What follows belongs to an exercise in optimizing a design on an open flow for small area; a production flow would make more cautious choices. Function was checked by simulation only, so behaviour that the tests miss may differ from the original. Power and IR drop assume default switching activity.

### flow/flow/run.sh
#!/bin/bash
# The standard layout, with every input and output port buffered by a
# sky130_fd_sc_hd__buf_2 instead of the default port buffer.
set -euo pipefail
export BUFFER_PORTS_ARGS="-buffer_cell sky130_fd_sc_hd__buf_2"
bash standard.sh finish > standard_flow.log 2>&1
### flow/standard.sh
#!/bin/bash
# synth_recipe.tcl (not shown) runs the flow's synth.tcl, then flattens the netlist and writes it again
# the make line also repeats each setting of config.mk as NAME=value (left out here)
make -C /OpenROAD-flow-scripts/flow DESIGN_CONFIG=/design/flow/config.mk WORK_HOME=/design/flow/orfs CLKGATE_MAP_FILE= SYNTH_SCRIPT=/design/flow/synth_recipe.tcl "${@:-finish}"
### flow/config.mk
export PLATFORM = sky130hd
export DESIGN_NAME = grf_sb
export DESIGN_NICKNAME = grf_sb
export VERILOG_FILES = /design/flow/design.v
export SDC_FILE = /design/flow/constraint.sdc
export NUM_CORES = 4
export LEC_CHECK = 0
export CAP_MARGIN = 20
export CORE_MARGIN = 2
export CORE_UTILIZATION = 30
export PLACE_DENSITY = 0.42
export SETUP_SLACK_MARGIN = 0.2
export SLEW_MARGIN = 20
export SYNTH_HIERARCHICAL = 1
export SYNTH_MINIMUM_KEEP_SIZE = 0
### flow/constraint.sdc
create_clock -name core_clock -period 7.0 [get_ports {clk}]
set_input_delay 1.4000 -clock core_clock [delete_from_list [all_inputs] [get_ports {clk}]]
set_output_delay 1.4000 -clock core_clock [all_outputs]
set_load 0.01 [all_outputs]
### flow/design.v
package grf_pkg;
    localparam int unsigned GP_IDX_DEF  = 28;
    localparam logic [31:0] GP_INIT_DEF = 32'h0000_1000;
    localparam int unsigned SP_IDX_DEF  = 29;
    localparam logic [31:0] SP_INIT_DEF = 32'h0000_2ffc;
    localparam int unsigned REG_ZERO    = 0;
    function automatic integer slice_lo(input integer port, input integer width);
        slice_lo = port * width;
    endfunction
endpackage
module grf_aoi222 (
    input  logic a0, b0, a1, b1, a2, b2,
    output logic y
);
    assign y = ~((a0 & b0) | (a1 & b1) | (a2 & b2));
endmodule
import grf_pkg::*;
module grf_sb
#(
    parameter int unsigned DW      = 32,
    parameter int unsigned AW      = 5,
    parameter int unsigned NRD     = 2,
    parameter int unsigned GP_IDX  = GP_IDX_DEF,
    parameter logic [DW-1:0] GP_INIT = DW'(GP_INIT_DEF),
    parameter int unsigned SP_IDX  = SP_IDX_DEF,
    parameter logic [DW-1:0] SP_INIT = DW'(SP_INIT_DEF)
) (
    input  logic              clk,
    input  logic              clr,
    input  logic [NRD*AW-1:0] ra,
    output logic [NRD*DW-1:0] rd,
    output logic [NRD-1:0]    rbusy,
    input  logic              we0,
    input  logic [AW-1:0]     wa0,
    input  logic [DW-1:0]     wd0,
    input  logic              we1,
    input  logic [AW-1:0]     wa1,
    input  logic [DW-1:0]     wd1,
    input  logic              iss_v,
    input  logic [AW-1:0]     iss_a,
    output logic              waw_err,
    output logic              busy_any
);
    localparam int unsigned Depth = 2**AW;
    localparam int unsigned NAoi  = (Depth + 1) / 3;
    logic             ph;
    logic             wr0_v, wr1_v, col;
    logic [DW-1:0]    bus0, bus1;           
    logic [DW-1:0]    wbus0_z, wbus0_o;     
    logic [Depth-1:0] dec0, dec1, deci;     
    logic [DW-1:0]    st [Depth];
    assign wr0_v = we0 && (wa0 != AW'(REG_ZERO));
    assign wr1_v = we1 && (wa1 != AW'(REG_ZERO));
    assign col   = wr0_v && wr1_v && (wa0 == wa1);
    always_comb begin
        for (int r = 0; r < Depth; r++) begin
            dec0[r] = wr0_v && (wa0 == AW'(r));
            dec1[r] = wr1_v && (wa1 == AW'(r));
            deci[r] = iss_v && (iss_a == AW'(r)) && (r != REG_ZERO);
        end
    end
    always_ff @(posedge clk) begin
        if (clr) ph <= 1'b0;
        else     ph <= ~ph;
    end
    assign bus0    = wd0 ^ {DW{ph}};
    assign bus1    = wd1 ^ {DW{ph}};
    assign wbus0_z = bus0 | {DW{clr}};
    assign wbus0_o = bus0 & {DW{~clr}};
    assign st[0] = '0;
    for (genvar r = 1; r < Depth; r++) begin : g_reg
        logic          s0, s1, hold;
        logic [DW-1:0] q, d, init, src0;
        assign init = (r == GP_IDX) ? GP_INIT : (r == SP_IDX) ? SP_INIT : '0;
        assign s0   = clr || dec0[r];
        assign s1   = !clr && dec1[r] && !dec0[r];
        assign hold = !(s0 || s1);
        for (genvar b = 0; b < DW; b++) begin : g_bit
            assign src0[b] = init[b] ? wbus0_o[b] : wbus0_z[b];
            grf_aoi222 u_nx (
                .a0(hold), .b0(q[b]), .a1(s0), .b1(src0[b]), .a2(s1), .b2(bus1[b]),
                .y(d[b])
            );
        end
        always_ff @(posedge clk) q <= d;
        assign st[r] = q;
    end
    logic [Depth-1:1] busy_q, busy_d;
    logic [Depth-1:0] busy;
    logic             busy_any_q, waw_err_q, dbl_iss;
    always_comb begin
        busy_d  = (busy_q & ~dec1[Depth-1:1]) | deci[Depth-1:1];
        dbl_iss = |(deci[Depth-1:1] & busy_q & ~dec1[Depth-1:1]);
    end
    assign busy = {busy_q, 1'b0};
    always_ff @(posedge clk) begin
        if (clr) begin
            busy_q     <= '0;
            busy_any_q <= 1'b0;
            waw_err_q  <= 1'b0;
        end else begin
            busy_q     <= busy_d;
            busy_any_q <= |busy_d;
            waw_err_q  <= dbl_iss || col;
        end
    end
    assign busy_any = busy_any_q;
    assign waw_err  = waw_err_q;
    for (genvar i = 0; i < NRD; i++) begin : g_rd
        logic [AW-1:0]       addr;
        logic                nz, byp0, byp1, nbyp, hit1;
        logic [3*NAoi-1:0]   sel;
        logic [DW-1:0]       term [3*NAoi];
        logic [NAoi-1:0]     y [DW];
        logic [DW-1:0]       regv, outv;
        assign addr = ra[i*AW +: AW];
        assign nz   = (addr != AW'(REG_ZERO));
        assign hit1 = we1 && (wa1 == addr);
        assign byp0 = nz && we0 && (wa0 == addr);
        assign byp1 = nz && hit1 && !byp0;
        assign nbyp = !byp0 && !byp1;
        always_comb begin
            sel = '0;
            for (int r = 1; r < Depth; r++) begin
                sel[r-1]  = (addr == AW'(r));
                term[r-1] = st[r];
            end
            for (int t = Depth - 1; t < 3*NAoi; t++) term[t] = '0;
        end
        for (genvar b = 0; b < DW; b++) begin : g_bit
            for (genvar k = 0; k < NAoi; k++) begin : g_aoi
                if (3*k + 2 < Depth - 1) begin : g_full
                    grf_aoi222 u_rd (
                        .a0(sel[3*k]),   .b0(term[3*k][b]),
                        .a1(sel[3*k+1]), .b1(term[3*k+1][b]),
                        .a2(sel[3*k+2]), .b2(term[3*k+2][b]),
                        .y(y[b][k])
                    );
                end else begin : g_part
                    assign y[b][k] = ~((sel[3*k] & term[3*k][b]) |
                                       (sel[3*k+1] & term[3*k+1][b]));
                end
            end
            assign regv[b] = ~(&y[b]);
            grf_aoi222 u_byp (
                .a0(byp0), .b0(bus0[b]), .a1(byp1), .b1(bus1[b]), .a2(nbyp), .b2(regv[b]),
                .y(outv[b])
            );
            assign rd[i*DW + b] = ~outv[b] ^ (ph && nz);
        end
        assign rbusy[i] = busy[addr] && !hit1;
    end
endmodule
==> results of run 1 <==
final timing paths:
path	depth (start not counted)	slack, ps	startpoint	end
max	10	440	ra[5]	rd[32]
min reg2reg	1	490	g_reg[29].q[14]$_DFF_P_	g_reg[29].q[14]$_DFF_P_
min	1	490	g_reg[29].q[14]$_DFF_P_	g_reg[29].q[14]$_DFF_P_
max reg2reg	4	3670	ph$_SDFF_PP0_	g_reg[16].q[30]$_DFF_P_
placed cells by master, fill, tap and decap left out, types with 13 or more instances in the layout:
| master | Yosys | layout |
|---|---|---|
| nor2_4 | 0 | 91 |
| xor2_4 | 0 | 32 |
| a222oi_1 | 1696 | 1696 |
| clkinv_2 | 0 | 16 |
| o21bai_4 | 0 | 19 |
| nand3_1 | 15 | 15 |
| mux4_2 | 18 | 18 |
| buf_2 | 7 | 160 |
| nand4_1 | 138 | 138 |
| buf_12 | 0 | 30 |
| buf_4 | 6 | 221 |
| o21ai_0 | 20 | 20 |
| nand2_1 | 90 | 88 |
| clkbuf_16 | 0 | 120 |
| nor3_2 | 0 | 18 |
| clkbuf_1 | 58 | 37 |
| clkbuf_8 | 0 | 22 |
| nand2b_1 | 24 | 18 |
| a21oi_1 | 32 | 24 |
| xnor2_1 | 23 | 22 |
| dfxtp_1 | 1026 | 1025 |
| or2_2 | 42 | 42 |
| xor2_1 | 127 | 95 |
| nor2_1 | 162 | 71 |
| inv_1 | 13 | 13 |
| a2111o_1 | 64 | 64 |
| nor2b_1 | 25 | 15 |
sequential cells by signal (all words and copies together) (netlist names):
register    cells
waw_err_q       1
ph              1
busy_q         31
busy_any_q      1
g.q           992
where the power goes:
group	internal [mW]	switching [mW]
Combinational	1.06	2.12
Clock	3.68	2.77
Sequential	6.57	0.589
worst max-delay path: stages:
cell and delay [ps]:
buf_2 160, nor2b_1 180, nand2_1 480, nor2_4 310, a222oi_1 510, nand4_1 600, a2111o_1 580, a222oi_1 340
xor2_1 370, buf_2 210
kinds of logic after synthesis:
group	count (synthesis)
flip-flops	1026
AO/OA/AOI/OAI	1870
multiplexers	23
XOR/XNOR	150
buffers and inverters	91
AND/OR/NAND/NOR	574
modules after synthesis, one instance, submodules excluded:
| module | cells inside | copies in the design | area, µm² | flip-flops and latches |
|---|---|---|---|---|
| grf_aoi222 | 1 | 1696 | 10.01 | 0 |
| grf_sb | 2038 | 1 | 27130 | 1026 |
layout make-up:
cell class                 count  area (µm²)
antenna                        2       5.005
clock buffer                 179        3445
clock inverter                36       470.5
fill                       14370       90500
inverter                      13       48.80
multi-input combinational   2617       25020
sequential                  1026       20540
tap                         1917        2399
timing repair buffer         420        3308
cell usage after synthesis, drive strengths merged (24+ instances only):
cell | number | area (µm²)
dfxtp | 1026 | 20540
a222oi | 1696 | 16980
nor2b | 25 | 156.4
nand2 | 90 | 337.8
nor2 | 162 | 608.1
clkbuf | 58 | 217.7
xor2 | 127 | 1112
or2 | 45 | 281.5
a21oi | 32 | 160.2
nand4 | 138 | 863.3
nor3 | 24 | 120.1
a2111o | 64 | 720.7
nand2b | 24 | 150.1
layer usage:
| layer | track usage | wire (µm) |
|---|---|---|
| met1 | 0.4575 | 106100 |
| met2 | 0.5431 | 122700 |
| met3 | 0.1312 | 43370 |
| met4 | 0.1768 | 16350 |
| met5 | 0 | 59 |
through the flow:
step / hold WS [ps] / util
final: 491.9 / 0.3790
after global routing: 509.1 / 0.3790
after CTS: 492.6 / 0.3784
after detailed placement: 482.7 / 0.3516
after global placement: 473.5 / 0.3502
after floorplan: 462.5 / -
==> impl_metrics.env, run 1 <==
export IMPL_outcome="timing/DRC/antenna clean"
export IMPL_drt_total_wl_mm=288.6
export IMPL_layoutNonFillerInstCount=6210
export IMPL_synthMuxAreaShare=0.01041
export IMPL_p_total_mw=16.78
export IMPL_syn_inst=3734
export IMPL_hold_buffers=0
export IMPL_drive_gt1_frac=0.2030
export IMPL_cts_num_sinks=1026
export IMPL_synth_seq_area_share=0.4657
export IMPL_synth_top_family_by_area="compound AO/OA/AOI/OAI gates"
export IMPL_drt_initial_drc_count=15790
export IMPL_synth_simple_gate_area_frac=0.06803
export IMPL_antenna_found_initial=14
export IMPL_cts_root_buf="clkbuf_16"
export IMPL_fin_skew_ps=29.64
export IMPL_row_count=140
export IMPL_syn_area_per_cell_um2=11.81
export IMPL_tritoncts="built"
export IMPL_grtUsageTotal=0.3621
export IMPL_cts_buffers=117
export IMPL_grt_setup_unrepaired="false"
export IMPL_dpl_cell_area_mm2=0.05124
export IMPL_ir_worst_vdd_mv=0.2270
export IMPL_power_density_mw_per_mm2=303.8
export IMPL_post_route_period_util=0.9372
export IMPL_die_w_um=387.4
export IMPL_syn_num_nets=3828
export IMPL_setup_viol=0
export IMPL_routedWlPerCell_um=46.47
export IMPL_synth_top_flop_cell="dfxtp_1"
export IMPL_area_growth_pct=25.25
export IMPL_synth_edf_count=0
export IMPL_arrival_ps=5160
export IMPL_synth_cell_types=59
export IMPL_max_freq_mhz=152.4
export IMPL_port_buffers=161
export IMPL_final_nets=4289
export IMPL_grt_max_degree=68
export IMPL_drt_pre_antenna_iters=14
export IMPL_async_flop_share=0
export IMPL_htree_levels=3
export IMPL_core_region_area_mm2=0.1457
export IMPL_yosysWarningCount=17
export IMPL_place_inst=5990
export IMPL_hold_viol_final=0
export IMPL_cp_start_kind="primary input"
export IMPL_yosys_area_share_adder=0
export IMPL_cp_required_ps=5600
export IMPL_grt_ovfl_total=0
export IMPL_postCtsSetupBuffers=0
export IMPL_netlist_area_mm2=0.04410
export IMPL_initial_core_util=0.3026
export IMPL_die_y_um=387.4
export IMPL_clkTransAtPathRegs_ps=60
export IMPL_grt_pass1_wl_mm=393.3
export IMPL_cellLeakagePower_nw=20.41
export IMPL_maxSlewHeadroom=0.1580
export IMPL_crit_fanout=22
export IMPL_tns_ps=0
export IMPL_boundaryPins=162
export IMPL_synth_xor_area_share=0.02979
export IMPL_insertion_delay_ps=760
export IMPL_slew_viol_final=0
export IMPL_dp_final_hpwl_mm=172.4
export IMPL_drc=0
export IMPL_hold_class="reg2reg"
export IMPL_crit_path_end_kind="output port"
export IMPL_vias=51630
export IMPL_place_ws_ps=762.7
export IMPL_tightest_slew_ps=1263
export IMPL_cap_viol_max_count=0
export IMPL_gp_congestion=0.9647
export IMPL_path_class="in2out"
export IMPL_synth_seq_cells=1026
export IMPL_grt_pass1_vias=48050
export IMPL_fin_crit_ps=6560
export IMPL_via_per_inst=8.313
export IMPL_dieArea_mm2=0.1501
export IMPL_post_cts_resized=0
export IMPL_worst_slack_ps=439.9
export IMPL_final_cell_area_mm2=0.05524
export IMPL_postRouteAntennaNets=0
export IMPL_clockBufferDepth=3
export IMPL_synth_compound_area_share=0.4174
==> run 2, diff against run 1 <==
==> flow/run.sh (new file) <==
#!/bin/bash
# synth_recipe.tcl (not shown) runs the flow's synth.tcl, then flattens the netlist and writes it again
# the make line also repeats each setting of config.mk as NAME=value (left out here)
make -C /OpenROAD-flow-scripts/flow DESIGN_CONFIG=/design/flow/config.mk WORK_HOME=/design/flow/orfs CLKGATE_MAP_FILE= SYNTH_SCRIPT=/design/flow/synth_recipe.tcl finish
--- a/flow/config.mk
+++ b/flow/config.mk
@@ -9,7 +9,7 @@
 export CORE_MARGIN = 2
 export CORE_UTILIZATION = 30
 export PLACE_DENSITY = 0.42
-export SETUP_SLACK_MARGIN = 0.2
+export SETUP_SLACK_MARGIN = 0.3
 export SLEW_MARGIN = 20
 export SYNTH_HIERARCHICAL = 1
 export SYNTH_MINIMUM_KEEP_SIZE = 0
removed: flow/flow/run.sh
removed: flow/standard.sh
==> run 2 against run 1 <==
  * Still clean
  * Routed wire length is 5.1% higher
  * Via count is 3.0% higher
  * Clock skew down 7.5 ps
  * Worst setup slack worse by 190 ps
  * Combinational power increased by 9.1%
  * First-iteration DRC count grew 1.8%
  * Final cell count is 2.1% higher
  * Register-to-register slack got worse by 210 ps
  * Die area unchanged
==> impl_metrics.env, run 2 <==
export IMPL_outcome="timing/DRC/antenna clean"
export IMPL_cts_root_buf="clkbuf_16"
export IMPL_hold_buffers=0
export IMPL_yosys_area_top_type="dfxtp_1"
export IMPL_fin_crit_ps=6749
export IMPL_synth_most_common_cell="a222oi_1"
export IMPL_row_count=140
export IMPL_largest_register_ffs=992
export IMPL_crit_path_end_kind="output port"
export IMPL_grt_pass1_wl_mm=411.4
export IMPL_setup_viol=0
export IMPL_syn_num_nets=3828
export IMPL_drt_pre_antenna_iters=17
export IMPL_tritoncts="built"
export IMPL_die_w_um=387.4
export IMPL_synth_top_flop_cell="dfxtp_1"
export IMPL_place_inst=6081
export IMPL_layoutNonFillerInstCount=6342
export IMPL_drive_gt1_frac=0.1955
export IMPL_drt_initial_drc_count=16070
export IMPL_max_stage_delay_ps=970
export IMPL_syn_inst=3734
export IMPL_ir_worst_vdd_mv=0.2012
export IMPL_p_total_mw=17.24
export IMPL_fin_skew_ps=22.13
export IMPL_postRouteAntennaNets=0
export IMPL_clkPwrFrac=0.383
export IMPL_yosys_top_cells_area="dfxtp_1 47%, a222oi_1 38%, xor2_1 2.5%, nand4_1 2.0%, a2111o_1 1.6%"
export IMPL_dieArea_mm2=0.1501
export IMPL_grtUsageTotal=0.3813
export IMPL_worst_slack_ps=250.7
export IMPL_final_cell_mix="1696 x a222oi_1, 1025 x dfxtp_1, 335 x buf_4"
export IMPL_antenna_found_initial=9
export IMPL_vias=53190
export IMPL_core_region_area_mm2=0.1457
export IMPL_tightest_slew_ps=1277
export IMPL_syn_area_per_cell_um2=11.81
export IMPL_grt_pass1_vias=48720
export IMPL_cp_start_kind="primary input"
export IMPL_post_route_period_util=0.9642
export IMPL_fillCellCount=14220
export IMPL_async_flop_share=0
export IMPL_cpMaxStageDelayCell="nor2_2"
export IMPL_synth_edf_count=0
export IMPL_switching_share=0.3264
export IMPL_cap_viol_max_count=0
export IMPL_htree_levels=3
export IMPL_insertion_delay_ps=780
export IMPL_initial_core_util=0.3026
export IMPL_crit_family="simple AND/OR/NAND/NOR gates"
export IMPL_drc=0
export IMPL_path_buf_inv=5
export IMPL_p_comb_frac=0.201
export IMPL_cellLeakagePower_nw=21.05
export IMPL_fin_util=0.3911
export IMPL_clockBufferDepth=3
export IMPL_max_freq_mhz=148.2
export IMPL_maxSlewHeadroom=0.1475
export IMPL_regMostFlops="g.q"
export IMPL_cp_required_ps=5600
export IMPL_crit_path_cell_trace="clkdlybuf4s15_2, or3b_4, buf_12, buf_4, nor2_2, a222oi_1, nand4_1, a2111o_1, a222oi_1, xor2_1, buf_4, clkdlybuf4s50_1"
export IMPL_area_growth_pct=29.25
export IMPL_hold_viol_final=0
export IMPL_ys_top_cells_by_count="1696 x a222oi_1, 1026 x dfxtp_1, 162 x nor2_1"
export IMPL_path_class="in2out"
export IMPL_synth_seq_cells=1026
export IMPL_slew_viol_final=0
export IMPL_final_nets=4412
export IMPL_netlist_area_mm2=0.04410
export IMPL_clkTransAtPathRegs_ps=60
export IMPL_via_per_inst=8.388
export IMPL_grt_ovfl_total=0
export IMPL_largestRegisters="g.q (992), busy_q (31)"
export IMPL_place_ws_ps=-373.7
export IMPL_synth_cell_types=59
export IMPL_internal_power_mw=11.61
export IMPL_arrival_ps=5350
export IMPL_dp_final_hpwl_mm=186.6
export IMPL_cts_buffers=116
export IMPL_synth_seq_area_share=0.4657
export IMPL_port_buffers=161
export IMPL_cts_num_sinks=1026
export IMPL_yosysWarningCount=17
export IMPL_boundaryPins=162
export IMPL_grt_max_degree=42
export IMPL_grt_setup_unrepaired="false"
export IMPL_routedWlPerCell_um=47.84
export IMPL_crit_fanout=13
export IMPL_hold_class="reg2reg"
export IMPL_power_density_mw_per_mm2=302.4
export IMPL_p_switching_mw=5.626
export IMPL_final_common_cell="a222oi_1"
export IMPL_drt_total_wl_mm=303.4
export IMPL_yosysTopAreaCellShare=0.4657
export IMPL_die_y_um=387.4
export IMPL_gp_congestion=0.9749
export IMPL_power_sequential_fraction=0.416
[run 2: cell type report]
class / count / area (µm²) / area share
Clock inverter: 43 / 531.8 / 0.009328
Tap cell: 1917 / 2399 / 0.04208
Sequential cell: 1026 / 20540 / 0.3604
Timing Repair Buffer: 536 / 4841 / 0.08492
Antenna cell: 6 / 15.01 / 0.0002634
Multi-Input combinational cell: 2625 / 25120 / 0.4406
Inverter: 13 / 48.80 / 0.0008560
Clock buffer: 176 / 3511 / 0.06159
[run 2: kinds of logic after synthesis]
| logic type | synth area share |
|---|---|
| and+or+nand+nor | 0.06803 |
| xor gates and xnor gates | 0.02979 |
| DFF | 0.4657 |
| AOI/OAI and AO/OA | 0.4174 |
| buffers and inverters | 0.008624 |
| muxes | 0.01041 |
[run 2: layer usage]
layer	vias up	share of wire	GRT usage
li1	20110	-	-
met2	5101	0.42	0.5628
met1	26880	0.37	0.4895
met4	14	0.064	0.1993
met5	-	0.00033	0.0009569
met3	1086	0.15	0.1302
[run 2: path summary, 6_finish.rpt]
path | startpoint | end | slack, ps | cells after the start
max | ra[2] | rd[2] | 250 | 12
min reg2reg | g_reg[20].q[23]$_DFF_P_ | g_reg[20].q[23]$_DFF_P_ | 490 | 1
min | g_reg[20].q[23]$_DFF_P_ | g_reg[20].q[23]$_DFF_P_ | 490 | 1
max reg2reg | ph$_SDFF_PP0_ | g_reg[10].q[25]$_DFF_P_ | 3460 | 4
[run 2: Yosys stat by module, one instance, submodules excluded]
| module | copies in the design | flops+latches | cells inside |
|---|---|---|---|
| grf_sb | 1 | 1026 | 2038 |
| grf_aoi222 | 1696 | 0 | 1 |
[run 2: power groups by stage]
stage | Sequential [mW] | Clock (mW) | Combinational [mW]
finish | 7.17 | 6.60 | 3.47
global route | 7.24 | 6.85 | 3.50
CTS | 7.13 | 6.62 | 3.30
detailed placement | 7.25 | 0 | 3.28
global placement | 7.25 | 0 | 3.26
floorplan | 7.07 | 0 | 1.55
[run 2: through the flow]
stage / cell area [µm²] / hold slack (ps) / TNS [ps]
after floorplan: 44100 / 462.5 / 0
after global placement: 52470 / 473.5 / -1090
after detailed placement: 52560 / 481.8 / -555.3
after CTS: 56780 / 492.0 / 0
after global routing: 56990 / 503.4 / 0
final: 57010 / 489.7 / 0
[run 2: timing repair]
item | 4_1_cts | 5_1_grt
cloned | 8 | 0
setup buffers | 9 | 17
resized for setup | 34 | 21
endpoints found under the setup margin | 54 | 22
pin swaps | 24 | 17

## what the ideal ports hide
The flow's constraints put no driver on any port. The routed layouts listed below were extracted and timed again, unchanged, in two steps.
Step 1, drivers: a clkbuf_16 drives clk and a buf_2 each remaining input, both assumed.
Step 2 times the ports against the registers' clock, not the clock port: input delays grow and output delays shrink by t, the midpoint of the rising clock arrivals with the driver on.
Three values: ideal, step 1, step 2; two values: the first two.
run | shift t [ns] | setup WS [ns] | worst hold slack (ns) | worst register clock-pin slew, ns | worst slew at a driven data input, ns
run 1 | 0.835 | 0.440 / 0.422 / 0.422 | 0.492 / 0.492 / 0.492 | 0.07 / 0.07 | 0.10
run 2 | 0.847 | 0.251 / 0.229 / 0.229 | 0.490 / 0.490 / 0.490 | 0.07 / 0.07 | 0.09
After both steps every run listed still meets setup and hold. For run 2, which loses most, drivers alone change the setup slack by -0.022 ns; drivers and shift together by -0.022 ns.
